From an optimization exercise on the open Yosys and OpenROAD flow, aimed at small area, a short achievable clock period and few clock cycles per item; shortcuts taken in it are not production practice.
Where RTL was checked, it was by simulation tests only, not by an equivalence proof against the original.
Power figures rest on the tool's default switching activity, not on a simulated workload.

==> run E: inputs <==
Design binary_neuron, start of the top module:
module binary_neuron (
    input  logic                    clk,
    input  logic                    reset,
    input  logic                    in_valid,
    output logic                    in_ready,
    input  logic [320:0]            in_req,
    output logic                    out_valid,
    input  logic                    out_ready,
    output logic [9:0]              out_sum
);
==> flow/config.mk <==
export PLATFORM = sky130hd
export DESIGN_NAME = binary_neuron
export DESIGN_NICKNAME = binary_neuron
export VERILOG_FILES = /design/flow/design.v
export SDC_FILE = /design/flow/constraint.sdc
export NUM_CORES = 4
export LEC_CHECK = 0
export CAP_MARGIN = 20
export CORE_MARGIN = 2
export CORE_UTILIZATION = 40
export SLEW_MARGIN = 20
export SYNTH_HIERARCHICAL = 1
export SYNTH_MINIMUM_KEEP_SIZE = 0
==> flow/constraint.sdc <==
create_clock -name core_clock -period 6.0 [get_ports {clk}]
set_input_delay 1.2000 -clock core_clock [delete_from_list [all_inputs] [get_ports {clk}]]
set_output_delay 1.2000 -clock core_clock [all_outputs]
set_load 0.01 [all_outputs]
standard.sh (not shown) runs the stock make flow with config.mk's settings and CLKGATE_MAP_FILE= SYNTH_SCRIPT=/design/flow/synth_recipe.tcl, a recipe that flattens the netlist after the stock synthesis.
==> flow/flow/run.sh <==
#!/bin/bash
# The standard layout (standard.sh: ORFS synthesis to final layout), with
# one change: the input and output ports are buffered with the smallest
# buffer, sky130_fd_sc_hd__buf_1, instead of the cell buffer_ports picks by
# default (clkdlybuf4s50_1).  Later repair steps may still resize them.
set -euo pipefail
export BUFFER_PORTS_ARGS="-buffer_cell sky130_fd_sc_hd__buf_1"
bash standard.sh > standard_flow.log 2>&1
==> inputs of run C, as changes to run E <==
==> flow/run.sh (new file) <==
#!/bin/bash
# synth_recipe.tcl (not shown) runs the flow's synth.tcl, then flattens the netlist and writes it again
# the make line also repeats each setting of config.mk as NAME=value (left out here)
make -C /OpenROAD-flow-scripts/flow DESIGN_CONFIG=/design/flow/config.mk WORK_HOME=/design/flow/orfs CLKGATE_MAP_FILE= SYNTH_SCRIPT=/design/flow/synth_recipe.tcl finish
removed: flow/flow/run.sh
removed: flow/standard.sh
==> results.txt <==
metric	run E	run C
Instance area after placement	0.01504 mm2	0.01714 mm2
Part of the total power dissipated in combinational logic	60.1%	60.8%
Maximum clock rate	316.2 MHz	302.1 MHz
Slack of the worst reg-to-reg path	2.84 ns	2.82 ns
Status	complete, no violations	complete, no violations
Vias in the first global route	9382	9398
Worst path max stage delay	0.56 ns	0.41 ns
Post-synthesis to final-layout area growth	18.20%	34.02%
Leading cell type in the layout, fill and taps excluded	sky130_fd_sc_hd__buf_1	sky130_fd_sc_hd__clkdlybuf4s50_1
Time the final worst path needs with I/O delays and setup	3.162 ns	3.310 ns
Met3 track demand over resource in global routing	2.328%	3.248%
Detailed-routing iteration count for the pre-antenna-repair pass	4	5
DRT Wirelength	31.80 mm	33.63 mm
Power drawn by the combinational cells	5.78 mW	5.93 mW
Clock share of power	11.9%	11.5%
Final hold slack	0.4425 ns	0.4491 ns
Proportion of cell area occupied by multi-input gates	56.96%	50.24%
Worst-case headroom to the max-slew limit	38.23%	43.80%
Endpoint required time on the critical path	6.18 ns	6.35 ns
Detailed-routed wire length on met3	943 um	1.312 mm
Cell seen most often among critical-path stages	sky130_fd_sc_hd__fa_1	sky130_fd_sc_hd__inv_1
Wire length on met2	17.40 mm	18.42 mm
Critical path origin	r2_c442$_DFF_P_	out_ready
Testbench counts of run E, summed over its fixed seeds: cycles 3,224, items 3,200.
Testbench counts of run C, summed over its fixed seeds: cycles 3,224, items 3,200.

* * *

==> job 4708 <==
Another version of the RTL of binary_neuron (not shown whole).
Settings: LEC_CHECK=0, CAP_MARGIN=20, CORE_MARGIN=2, CORE_UTILIZATION=40, CTS_BUF_LIST=sky130_fd_sc_hd__clkbuf_8, SLEW_MARGIN=20, SYNTH_HIERARCHICAL=1, SYNTH_MINIMUM_KEEP_SIZE=0; clock period 6.0 ns.
==> flow/flow/run.sh <==
#!/bin/bash
# The standard layout (standard.sh: ORFS synthesis to final layout), with
# two changes:
#  - the input and output ports are buffered with the smallest buffer,
#    sky130_fd_sc_hd__buf_1, instead of the cell buffer_ports picks by default
#    (clkdlybuf4s50_1); later repair steps may still resize them;
#  - clock tree synthesis adds no dummy loads to the clock tree.
set -euo pipefail
export BUFFER_PORTS_ARGS="-buffer_cell sky130_fd_sc_hd__buf_1"
export CTS_ARGS="-sink_clustering_enable -repair_clock_nets -buf_list sky130_fd_sc_hd__clkbuf_8 -dont_use_dummy_load"
bash standard.sh > standard_flow.log 2>&1
==> job 9960 (differences from job 4708) <==
--- a/flow/design.v
+++ b/flow/design.v
@@ -5,20 +5,12 @@
     input  logic c,
     output logic s,
     output logic co
 );
     assign {co, s} = {1'b0, a} + {1'b0, b} + {1'b0, c};
 endmodule
-module csa_ha (
-    input  logic a,
-    input  logic b,
-    output logic s,
-    output logic co
-);
-    assign {co, s} = {1'b0, a} + {1'b0, b};
-endmodule
 `timescale 1ns/10ps
 module binary_neuron (
     input  logic                    clk,
     input  logic                    reset,
     input  logic                    in_valid,
     output logic                    in_ready,
@@ -217,13 +209,13 @@
     wire p2_62 = in_req[71] ^ (~in_req[2] & (in_req[69] | in_req[70]));
     wire q3_62 = ~(in_req[72] ^ (~in_req[2] & (in_req[69] | in_req[70] | in_req[71])));
     wire p1_63 = in_req[66] ^ (~in_req[1] & in_req[65]);
     wire p2_63 = in_req[67] ^ (~in_req[1] & (in_req[65] | in_req[66]));
     wire q3_63 = ~(in_req[68] ^ (~in_req[1] & (in_req[65] | in_req[66] | in_req[67])));
     logic r1_s57, r1_s59, r1_s61, r1_s123, r1_s125, r1_s127, r1_s129, r1_s131, r1_s133, r1_s135, r1_c58, r1_c60, r1_c62, r1_s137, r1_s139, r1_s141, r1_s143, r1_s145, r1_c122, r1_c124, r1_c126, r1_c128, r1_c130, r1_c132, r1_c134, r1_c136, r1_s203, r1_s205, r1_s207, r1_s209, r1_s211, r1_s213, r1_s215, r1_s217, r1_s219, r1_s221, r1_s223, r1_s225, r1_s227, r1_s229, r1_s231, r1_c138, r1_c140, r1_c142, r1_c144, r1_c146, r1_s233, r1_s235, r1_s311, r1_s313, r1_c204, r1_c206, r1_c208, r1_c210, r1_c212, r1_c214, r1_c216, r1_c218, r1_c220, r1_c222, r1_c224, r1_c226, r1_c228, r1_c230, r1_c232, r1_s315, r1_s317, r1_s319, r1_s321, r1_s323, r1_s325, r1_s327, r1_s329, r1_s331, r1_s333, r1_s335, r1_s337, r1_s339, r1_s341, r1_c234, r1_c236, r1_c314, r1_c316, r1_c318, r1_c320, r1_c322, r1_c324, r1_c326, r1_c328, r1_c330, r1_c332, r1_c334, r1_c336, r1_c338, r1_c340, r1_c342, r1_s393, r1_s395, r1_s397, r1_s399, r1_s401, r1_s403, r1_s405, r1_c394, r1_c396, r1_c398, r1_c400, r1_c402, r1_c404, r1_c406;
-    logic r2_s447, r2_c392, r2_s449, r2_c448, r2_s475, r2_c450, r2_s477, r2_s489, r2_c476, r2_s491, r2_c478, r2_c488, r2_s497, r2_c490, r2_c492, r2_c498, r2_s63, r2_s157, r2_s271, r2_s391, r2_s159;
+    logic r2_s387, r2_c272, r2_s389, r2_s443, r2_c390, r2_s445, r2_s447, r2_c448, r2_s475, r2_s477, r2_s489, r2_c476, r2_s491, r2_c478, r2_c488, r2_s497, r2_c490, r2_c492, r2_c498, r2_s63, r2_s157, r2_s271, r2_s159;
     wire s1 = ~(in_req[317] ^ in_req[313]);
     wire c2 = in_req[317] | in_req[313];
     wire s3, c4;
     csa_fa u_s3 (.a(in_req[309]), .b(in_req[305]), .c(in_req[301]), .s(s3), .co(c4));
     wire s5, c6;
     csa_fa u_s5 (.a(in_req[297]), .b(in_req[293]), .c(in_req[289]), .s(s5), .co(c6));
@@ -609,13 +601,13 @@
     csa_fa u_s385 (.a(c266), .b(s375), .c(s377), .s(s385), .co(c386));
     wire s387, c388;
     csa_fa u_s387 (.a(s379), .b(c268), .c(s381), .s(s387), .co(c388));
     wire s389, c390;
     csa_fa u_s389 (.a(c270), .b(s383), .c(s385), .s(s389), .co(c390));
     wire s391, c392;
-    csa_fa u_s391 (.a(s387), .b(c272), .c(s389), .s(s391), .co(c392));
+    csa_fa u_s391 (.a(r2_s387), .b(r2_c272), .c(r2_s389), .s(s391), .co(c392));
     wire s393 = ~(c274 ^ c276);
     wire c394 = c274 | c276;
     wire s395, c396;
     csa_fa u_s395 (.a(c278), .b(c280), .c(c282), .s(s395), .co(c396));
     wire s397, c398;
     csa_fa u_s397 (.a(c284), .b(c286), .c(c288), .s(s397), .co(c398));
@@ -667,15 +659,15 @@
     csa_fa u_s443 (.a(s433), .b(c382), .c(s435), .s(s443), .co(c444));
     wire s445, c446;
     csa_fa u_s445 (.a(s437), .b(s439), .c(c384), .s(s445), .co(c446));
     wire s447, c448;
     csa_fa u_s447 (.a(c386), .b(s441), .c(c388), .s(s447), .co(c448));
     wire s449, c450;
-    csa_fa u_s449 (.a(s443), .b(c390), .c(s445), .s(s449), .co(c450));
+    csa_fa u_s449 (.a(r2_s443), .b(r2_c390), .c(r2_s445), .s(s449), .co(c450));
     wire s451, c452;
-    csa_fa u_s451 (.a(r2_s447), .b(r2_c392), .c(r2_s449), .s(s451), .co(c452));
+    csa_fa u_s451 (.a(r2_s447), .b(c392), .c(s449), .s(s451), .co(c452));
     wire s453 = ~(r1_c394 ^ r1_c396);
     wire c454 = r1_c394 | r1_c396;
     wire s455, c456;
     csa_fa u_s455 (.a(r1_c398), .b(r1_c400), .c(r1_c402), .s(s455), .co(c456));
     wire s457, c458;
     csa_fa u_s457 (.a(r1_c404), .b(r1_c406), .c(c408), .s(s457), .co(c458));
@@ -697,13 +689,13 @@
     csa_fa u_s473 (.a(s465), .b(c440), .c(s467), .s(s473), .co(c474));
     wire s475, c476;
     csa_fa u_s475 (.a(c442), .b(s469), .c(c444), .s(s475), .co(c476));
     wire s477, c478;
     csa_fa u_s477 (.a(s471), .b(s473), .c(c446), .s(s477), .co(c478));
     wire s479, c480;
-    csa_fa u_s479 (.a(r2_c448), .b(r2_s475), .c(r2_c450), .s(s479), .co(c480));
+    csa_fa u_s479 (.a(r2_c448), .b(r2_s475), .c(c450), .s(s479), .co(c480));
     wire s481, c482;
     csa_fa u_s481 (.a(r2_s477), .b(c452), .c(s479), .s(s481), .co(c482));
     wire s483 = ~(c454 ^ c456);
     wire c484 = c454 | c456;
     wire s485, c486;
     csa_fa u_s485 (.a(c458), .b(c460), .c(c462), .s(s485), .co(c486));
@@ -722,13 +714,13 @@
     wire s499, c500;
     csa_fa u_s499 (.a(r2_c488), .b(r2_s497), .c(r2_c490), .s(s499), .co(c500));
     wire s501, c502;
     csa_fa u_s501 (.a(r2_c492), .b(s499), .c(c494), .s(s501), .co(c502));
     wire s503 = ~(r2_c498 ^ c500);
     wire c504 = r2_c498 | c500;
-    wire [9:0] row_a = {c504, s503, s501, s495, s481, s451, r2_s391, r2_s271, r2_s157, r2_s63};
+    wire [9:0] row_a = {c504, s503, s501, s495, s481, s451, s391, r2_s271, r2_s157, r2_s63};
     wire [9:0] row_b = {1'b0, c502, c496, c482, 1'b0, 1'b0, 1'b0, 1'b0, r2_s159, 1'b0};
     wire [9:0] total = row_a + row_b;
     logic         accept, pop;
     logic [2:0] pending, pending_next;
     assign accept = in_valid && in_ready;
     assign pop    = out_valid && out_ready;
@@ -865,18 +857,21 @@
         r1_c400 <= c400;
         r1_c402 <= c402;
         r1_c404 <= c404;
         r1_c406 <= c406;
     end
     always_ff @(posedge clk) begin
+        r2_s387 <= s387;
+        r2_c272 <= c272;
+        r2_s389 <= s389;
+        r2_s443 <= s443;
+        r2_c390 <= c390;
+        r2_s445 <= s445;
         r2_s447 <= s447;
-        r2_c392 <= c392;
-        r2_s449 <= s449;
         r2_c448 <= c448;
         r2_s475 <= s475;
-        r2_c450 <= c450;
         r2_s477 <= s477;
         r2_s489 <= s489;
         r2_c476 <= c476;
         r2_s491 <= s491;
         r2_c478 <= c478;
         r2_c488 <= c488;
@@ -884,41 +879,59 @@
         r2_c490 <= c490;
         r2_c492 <= c492;
         r2_c498 <= c498;
         r2_s63 <= s63;
         r2_s157 <= s157;
         r2_s271 <= s271;
-        r2_s391 <= s391;
         r2_s159 <= s159;
     end
-    logic [9:0]      q_data [0:2];
-    logic [2:0]    q_wr, q_rd, q_occ;
+    logic [9:0]      q_data [0:1];
+    logic [1:0]    q_wr, q_rd, q_occ;
+    logic [9:0]      q_head;
+    logic            q_empty;
     logic            result;        
+    logic            head_load;     
+    logic            q_push, q_pull;
     assign result    = stage_valid[2];
-    assign out_valid = q_occ[0];
+    assign q_empty   = !q_occ[0];
+    assign head_load = !out_valid || out_ready;
+    assign q_pull    = head_load && !q_empty;
+    assign q_push    = result && !(head_load && q_empty);
     always_ff @(posedge clk) begin
         if (reset) begin
-            q_wr  <= 3'd1;
-            q_rd  <= 3'd1;
+            q_wr  <= 2'd1;
+            q_rd  <= 2'd1;
             q_occ <= '0;
         end else begin
-            if (result) q_wr <= {q_wr[1:0], q_wr[2]};
-            if (pop) q_rd <= {q_rd[1:0], q_rd[2]};
-            case ({result, pop})
-                2'b10:   q_occ <= {q_occ[1:0], 1'b1};
-                2'b01:   q_occ <= {1'b0, q_occ[2:1]};
+            if (q_push) q_wr <= {q_wr[0:0], q_wr[1]};
+            if (q_pull) q_rd <= {q_rd[0:0], q_rd[1]};
+            case ({q_push, q_pull})
+                2'b10:   q_occ <= {q_occ[0:0], 1'b1};
+                2'b01:   q_occ <= {1'b0, q_occ[1:1]};
                 default: ;
             endcase
         end
     end
     always_ff @(posedge clk) begin
-        for (int i = 0; i < 3; i++) begin
-            if (result && q_wr[i]) q_data[i] <= total;
+        for (int i = 0; i < 2; i++) begin
+            if (q_push && q_wr[i]) q_data[i] <= total;
         end
     end
     always_comb begin
-        out_sum = '0;
-        for (int i = 0; i < 3; i++) begin
-            out_sum = out_sum | (q_data[i] & {10{q_rd[i]}});
+        q_head = '0;
+        for (int i = 0; i < 2; i++) begin
+            q_head = q_head | (q_data[i] & {10{q_rd[i]}});
+        end
+    end
+    always_ff @(posedge clk) begin
+        if (reset) begin
+            out_valid <= 1'b0;
+        end else if (head_load) begin
+            out_valid <= !q_empty || result;
+        end
+    end
+    always_ff @(posedge clk) begin
+        if (head_load) begin
+            out_sum <= q_empty ? total : q_head;
         end
     end
 endmodule
==> flow/flow/run.sh (replaced) <==
#!/bin/bash
# The standard layout (standard.sh: ORFS synthesis to final layout), with
# one change: the input and output ports are buffered with the smallest
# buffer, sky130_fd_sc_hd__buf_1, instead of the cell buffer_ports picks by
# default (clkdlybuf4s50_1).  Later repair steps may still resize them.
set -euo pipefail
export BUFFER_PORTS_ARGS="-buffer_cell sky130_fd_sc_hd__buf_1"
bash standard.sh > standard_flow.log 2>&1
Settings changed: CTS_BUF_LIST sky130_fd_sc_hd__clkbuf_8 to unset.
==> job 7513 (differences from job 4708) <==
--- a/flow/design.v
+++ b/flow/design.v
@@ -217,13 +217,13 @@
     wire p2_62 = in_req[71] ^ (~in_req[2] & (in_req[69] | in_req[70]));
     wire q3_62 = ~(in_req[72] ^ (~in_req[2] & (in_req[69] | in_req[70] | in_req[71])));
     wire p1_63 = in_req[66] ^ (~in_req[1] & in_req[65]);
     wire p2_63 = in_req[67] ^ (~in_req[1] & (in_req[65] | in_req[66]));
     wire q3_63 = ~(in_req[68] ^ (~in_req[1] & (in_req[65] | in_req[66] | in_req[67])));
     logic r1_s57, r1_s59, r1_s61, r1_s123, r1_s125, r1_s127, r1_s129, r1_s131, r1_s133, r1_s135, r1_c58, r1_c60, r1_c62, r1_s137, r1_s139, r1_s141, r1_s143, r1_s145, r1_c122, r1_c124, r1_c126, r1_c128, r1_c130, r1_c132, r1_c134, r1_c136, r1_s203, r1_s205, r1_s207, r1_s209, r1_s211, r1_s213, r1_s215, r1_s217, r1_s219, r1_s221, r1_s223, r1_s225, r1_s227, r1_s229, r1_s231, r1_c138, r1_c140, r1_c142, r1_c144, r1_c146, r1_s233, r1_s235, r1_s311, r1_s313, r1_c204, r1_c206, r1_c208, r1_c210, r1_c212, r1_c214, r1_c216, r1_c218, r1_c220, r1_c222, r1_c224, r1_c226, r1_c228, r1_c230, r1_c232, r1_s315, r1_s317, r1_s319, r1_s321, r1_s323, r1_s325, r1_s327, r1_s329, r1_s331, r1_s333, r1_s335, r1_s337, r1_s339, r1_s341, r1_c234, r1_c236, r1_c314, r1_c316, r1_c318, r1_c320, r1_c322, r1_c324, r1_c326, r1_c328, r1_c330, r1_c332, r1_c334, r1_c336, r1_c338, r1_c340, r1_c342, r1_s393, r1_s395, r1_s397, r1_s399, r1_s401, r1_s403, r1_s405, r1_c394, r1_c396, r1_c398, r1_c400, r1_c402, r1_c404, r1_c406;
-    logic r2_s447, r2_c392, r2_s449, r2_c448, r2_s475, r2_c450, r2_s477, r2_s489, r2_c476, r2_s491, r2_c478, r2_c488, r2_s497, r2_c490, r2_c492, r2_c498, r2_s63, r2_s157, r2_s271, r2_s391, r2_s159;
+    logic r2_s387, r2_c272, r2_s389, r2_s443, r2_c390, r2_s445, r2_s447, r2_c448, r2_s475, r2_s477, r2_s489, r2_c476, r2_s491, r2_c478, r2_c488, r2_s497, r2_c490, r2_c492, r2_c498, r2_g514, r2_s63, r2_g505, r2_g513;
     wire s1 = ~(in_req[317] ^ in_req[313]);
     wire c2 = in_req[317] | in_req[313];
     wire s3, c4;
     csa_fa u_s3 (.a(in_req[309]), .b(in_req[305]), .c(in_req[301]), .s(s3), .co(c4));
     wire s5, c6;
     csa_fa u_s5 (.a(in_req[297]), .b(in_req[293]), .c(in_req[289]), .s(s5), .co(c6));
@@ -609,13 +609,13 @@
     csa_fa u_s385 (.a(c266), .b(s375), .c(s377), .s(s385), .co(c386));
     wire s387, c388;
     csa_fa u_s387 (.a(s379), .b(c268), .c(s381), .s(s387), .co(c388));
     wire s389, c390;
     csa_fa u_s389 (.a(c270), .b(s383), .c(s385), .s(s389), .co(c390));
     wire s391, c392;
-    csa_fa u_s391 (.a(s387), .b(c272), .c(s389), .s(s391), .co(c392));
+    csa_fa u_s391 (.a(r2_s387), .b(r2_c272), .c(r2_s389), .s(s391), .co(c392));
     wire s393 = ~(c274 ^ c276);
     wire c394 = c274 | c276;
     wire s395, c396;
     csa_fa u_s395 (.a(c278), .b(c280), .c(c282), .s(s395), .co(c396));
     wire s397, c398;
     csa_fa u_s397 (.a(c284), .b(c286), .c(c288), .s(s397), .co(c398));
@@ -667,15 +667,15 @@
     csa_fa u_s443 (.a(s433), .b(c382), .c(s435), .s(s443), .co(c444));
     wire s445, c446;
     csa_fa u_s445 (.a(s437), .b(s439), .c(c384), .s(s445), .co(c446));
     wire s447, c448;
     csa_fa u_s447 (.a(c386), .b(s441), .c(c388), .s(s447), .co(c448));
     wire s449, c450;
-    csa_fa u_s449 (.a(s443), .b(c390), .c(s445), .s(s449), .co(c450));
+    csa_fa u_s449 (.a(r2_s443), .b(r2_c390), .c(r2_s445), .s(s449), .co(c450));
     wire s451, c452;
-    csa_fa u_s451 (.a(r2_s447), .b(r2_c392), .c(r2_s449), .s(s451), .co(c452));
+    csa_fa u_s451 (.a(r2_s447), .b(c392), .c(s449), .s(s451), .co(c452));
     wire s453 = ~(r1_c394 ^ r1_c396);
     wire c454 = r1_c394 | r1_c396;
     wire s455, c456;
     csa_fa u_s455 (.a(r1_c398), .b(r1_c400), .c(r1_c402), .s(s455), .co(c456));
     wire s457, c458;
     csa_fa u_s457 (.a(r1_c404), .b(r1_c406), .c(c408), .s(s457), .co(c458));
@@ -697,13 +697,13 @@
     csa_fa u_s473 (.a(s465), .b(c440), .c(s467), .s(s473), .co(c474));
     wire s475, c476;
     csa_fa u_s475 (.a(c442), .b(s469), .c(c444), .s(s475), .co(c476));
     wire s477, c478;
     csa_fa u_s477 (.a(s471), .b(s473), .c(c446), .s(s477), .co(c478));
     wire s479, c480;
-    csa_fa u_s479 (.a(r2_c448), .b(r2_s475), .c(r2_c450), .s(s479), .co(c480));
+    csa_fa u_s479 (.a(r2_c448), .b(r2_s475), .c(c450), .s(s479), .co(c480));
     wire s481, c482;
     csa_fa u_s481 (.a(r2_s477), .b(c452), .c(s479), .s(s481), .co(c482));
     wire s483 = ~(c454 ^ c456);
     wire c484 = c454 | c456;
     wire s485, c486;
     csa_fa u_s485 (.a(c458), .b(c460), .c(c462), .s(s485), .co(c486));
@@ -722,34 +722,60 @@
     wire s499, c500;
     csa_fa u_s499 (.a(r2_c488), .b(r2_s497), .c(r2_c490), .s(s499), .co(c500));
     wire s501, c502;
     csa_fa u_s501 (.a(r2_c492), .b(s499), .c(c494), .s(s501), .co(c502));
     wire s503 = ~(r2_c498 ^ c500);
     wire c504 = r2_c498 | c500;
-    wire [9:0] row_a = {c504, s503, s501, s495, s481, s451, r2_s391, r2_s271, r2_s157, r2_s63};
-    wire [9:0] row_b = {1'b0, c502, c496, c482, 1'b0, 1'b0, 1'b0, 1'b0, r2_s159, 1'b0};
-    wire [9:0] total = row_a + row_b;
+    wire g505 = s157 ^ s159;
+    wire g506 = s157 & s159;
+    wire g507 = s495 ^ c482;
+    wire g508 = s495 & c482;
+    wire g509 = s501 ^ c496;
+    wire g510 = s501 & c496;
+    wire g511 = s503 ^ c502;
+    wire g512 = s503 & c502;
+    wire g513 = s271 ^ g506;
+    wire g514 = s271 & g506;
+    wire g515 = s391 ^ r2_g514;
+    wire g516 = s391 & r2_g514;
+    wire g517 = s451 ^ g516;
+    wire g518 = s451 & g516;
+    wire g519 = s481 ^ g518;
+    wire g520 = s481 & g518;
+    wire g521 = g507 ^ g520;
+    wire g522 = g508 | (g507 & g520);
+    wire g523 = g509 ^ g522;
+    wire g524 = g510 | (g509 & g508);
+    wire g525 = g509 & g507;
+    wire g526 = g524 | (g525 & g520);
+    wire g527 = g511 ^ g526;
+    wire g528 = g512 | (g511 & g510);
+    wire g529 = g511 & g509;
+    wire g530 = g528 | (g529 & g522);
+    wire g531 = c504 ^ g530;
+    wire [9:0] total = {g531, g527, g523, g521, g519, g517, g515, r2_g513, r2_g505, r2_s63};
     logic         accept, pop;
-    logic [2:0] pending, pending_next;
+    logic [3:0] pending, pending_next;
     assign accept = in_valid && in_ready;
     assign pop    = out_valid && out_ready;
     always_comb begin
         case ({accept, pop})
-            2'b10:   pending_next = {pending[1:0], 1'b1};
-            2'b01:   pending_next = {1'b0, pending[2:1]};
+            2'b10:   pending_next = {pending[2:0], 1'b1};
+            2'b01:   pending_next = {1'b0, pending[3:1]};
             default: pending_next = pending;
         endcase
     end
     always_ff @(posedge clk) begin
         if (reset) begin
-            pending <= '0;
+            pending  <= '0;
+            in_ready <= 1'b1;
         end else begin
-            pending <= pending_next;
+            pending  <= pending_next;
+            in_ready <= !pending_next[3];
         end
     end
-    assign in_ready = !pending[2] || pop;
     logic [2:1] stage_valid;
     always_ff @(posedge clk) begin
         if (reset) begin
             stage_valid <= '0;
         end else begin
             stage_valid <= {stage_valid[1:1], accept};
@@ -865,60 +891,81 @@
         r1_c400 <= c400;
         r1_c402 <= c402;
         r1_c404 <= c404;
         r1_c406 <= c406;
     end
     always_ff @(posedge clk) begin
+        r2_s387 <= s387;
+        r2_c272 <= c272;
+        r2_s389 <= s389;
+        r2_s443 <= s443;
+        r2_c390 <= c390;
+        r2_s445 <= s445;
         r2_s447 <= s447;
-        r2_c392 <= c392;
-        r2_s449 <= s449;
         r2_c448 <= c448;
         r2_s475 <= s475;
-        r2_c450 <= c450;
         r2_s477 <= s477;
         r2_s489 <= s489;
         r2_c476 <= c476;
         r2_s491 <= s491;
         r2_c478 <= c478;
         r2_c488 <= c488;
         r2_s497 <= s497;
         r2_c490 <= c490;
         r2_c492 <= c492;
         r2_c498 <= c498;
+        r2_g514 <= g514;
         r2_s63 <= s63;
-        r2_s157 <= s157;
-        r2_s271 <= s271;
-        r2_s391 <= s391;
-        r2_s159 <= s159;
+        r2_g505 <= g505;
+        r2_g513 <= g513;
     end
     logic [9:0]      q_data [0:2];
     logic [2:0]    q_wr, q_rd, q_occ;
+    logic [9:0]      q_head;
+    logic            q_empty;
     logic            result;        
+    logic            head_load;     
+    logic            q_push, q_pull;
     assign result    = stage_valid[2];
-    assign out_valid = q_occ[0];
+    assign q_empty   = !q_occ[0];
+    assign head_load = !out_valid || out_ready;
+    assign q_pull    = head_load && !q_empty;
+    assign q_push    = result && !(head_load && q_empty);
     always_ff @(posedge clk) begin
         if (reset) begin
             q_wr  <= 3'd1;
             q_rd  <= 3'd1;
             q_occ <= '0;
         end else begin
-            if (result) q_wr <= {q_wr[1:0], q_wr[2]};
-            if (pop) q_rd <= {q_rd[1:0], q_rd[2]};
-            case ({result, pop})
+            if (q_push) q_wr <= {q_wr[1:0], q_wr[2]};
+            if (q_pull) q_rd <= {q_rd[1:0], q_rd[2]};
+            case ({q_push, q_pull})
                 2'b10:   q_occ <= {q_occ[1:0], 1'b1};
                 2'b01:   q_occ <= {1'b0, q_occ[2:1]};
                 default: ;
             endcase
         end
     end
     always_ff @(posedge clk) begin
         for (int i = 0; i < 3; i++) begin
-            if (result && q_wr[i]) q_data[i] <= total;
+            if (q_push && q_wr[i]) q_data[i] <= total;
         end
     end
     always_comb begin
-        out_sum = '0;
+        q_head = '0;
         for (int i = 0; i < 3; i++) begin
-            out_sum = out_sum | (q_data[i] & {10{q_rd[i]}});
+            q_head = q_head | (q_data[i] & {10{q_rd[i]}});
+        end
+    end
+    always_ff @(posedge clk) begin
+        if (reset) begin
+            out_valid <= 1'b0;
+        end else if (head_load) begin
+            out_valid <= !q_empty || result;
+        end
+    end
+    always_ff @(posedge clk) begin
+        if (head_load) begin
+            out_sum <= q_empty ? total : q_head;
         end
     end
 endmodule
==> flow/flow/run.sh (replaced) <==
#!/bin/bash
# The standard layout (standard.sh: ORFS synthesis to final layout), with
# one change: the input and output ports are buffered with the smallest
# buffer, sky130_fd_sc_hd__buf_1, instead of the cell buffer_ports picks by
# default (clkdlybuf4s50_1).  Later repair steps may still resize them.
set -euo pipefail
export BUFFER_PORTS_ARGS="-buffer_cell sky130_fd_sc_hd__buf_1"
bash standard.sh > standard_flow.log 2>&1
==> results_dict.tcl <==
set metrics [dict create \
    status "complete, no violations" \
    fin_crit_sh_pct 49.6 \
    slew_headroom_pct 60.1 \
    area_growth_pct 15.7 \
    synth.distinct_cells 27 \
    stdcell_count 1801 \
    multiInputGateArea_um2 8630 \
    internal_power_w 0.00524 \
    tap_cells 396 \
    fin_util_pct 47.3 \
    ys_ff_latch 175 \
    clock_buffers 17 \
    dp.cells 1784 \
    powerClk_w 0.000602 \
    final_cell_mix "336 x buf_1, 243 x fa_1, 204 x nor2_1, 145 x dfxtp_1, 134 x xnor2_1" \
]
That was job 4708.
==> results_dict.tcl <==
set metrics [dict create \
    status "complete, no violations" \
    stdcell_count 1827 \
    multiInputGateArea_um2 8690 \
    tap_cells 402 \
    final_cell_mix "336 x buf_1, 243 x fa_1, 215 x nor2_1, 145 x dfxtp_1, 132 x xnor2_1" \
    dp.cells 1797 \
    ys_ff_latch 175 \
    fin_crit_sh_pct 49.9 \
    fin_ws_ns 3.01 \
    slew_headroom_pct 36.6 \
    internal_power_w 0.00549 \
    powerClk_w 0.00105 \
]
That was job 9960.
==> results_dict.tcl <==
set metrics [dict create \
    status "complete, no violations" \
    area_growth_pct 16.7 \
    tap_cells 442 \
    seq_area_share_pct 27.2 \
    fin_util_pct 47.5 \
    stdcell_count 1912 \
    internal_power_w 0.00568 \
    ys_ff_latch 190 \
    fin_crit_sh_pct 52.3 \
    clkPwrFrac_pct 8.9 \
    slew_headroom_pct 55.3 \
    clock_buffers 17 \
    synth.distinct_cells 35 \
]
That was job 7513.
No functional check of the RTL was part of any run of this note.

[static timing again, ports no longer ideal]
How much do the figures lean on ideal ports? The routed layouts below were timed once more, with nothing changed but the port constraints. Step 1 sets driving cells, clkbuf_16 on the clock port and buf_2 on the other inputs (assumed; they add their load-dependent delay and slew). Step 2 moves the port delays by t, midway between the first and last clock arrival at a register: inputs arrive t later, outputs are due t later. That takes back most of the time a late clock gives input paths. Slacks: ideal / step 1 / step 2; pairs: ideal / step 1.
run	t, ns	setup WS [ns]	worst data-port slew with drivers (ns)
run E	0.469	2.838 / 2.838 / 2.574	0.07
run C	0.466	2.690 / 2.707 / 2.241	0.07
job 4708	0.484	3.026 / 3.026 / 2.822	0.07
job 9960	0.463	3.007 / 3.007 / 2.833	0.07
job 7513	0.508	2.863 / 2.863 / 2.863	0.06
After both steps every run listed still meets setup and hold. For run C, which loses most, drivers alone change the setup slack by +0.017 ns; drivers and shift together by -0.449 ns.
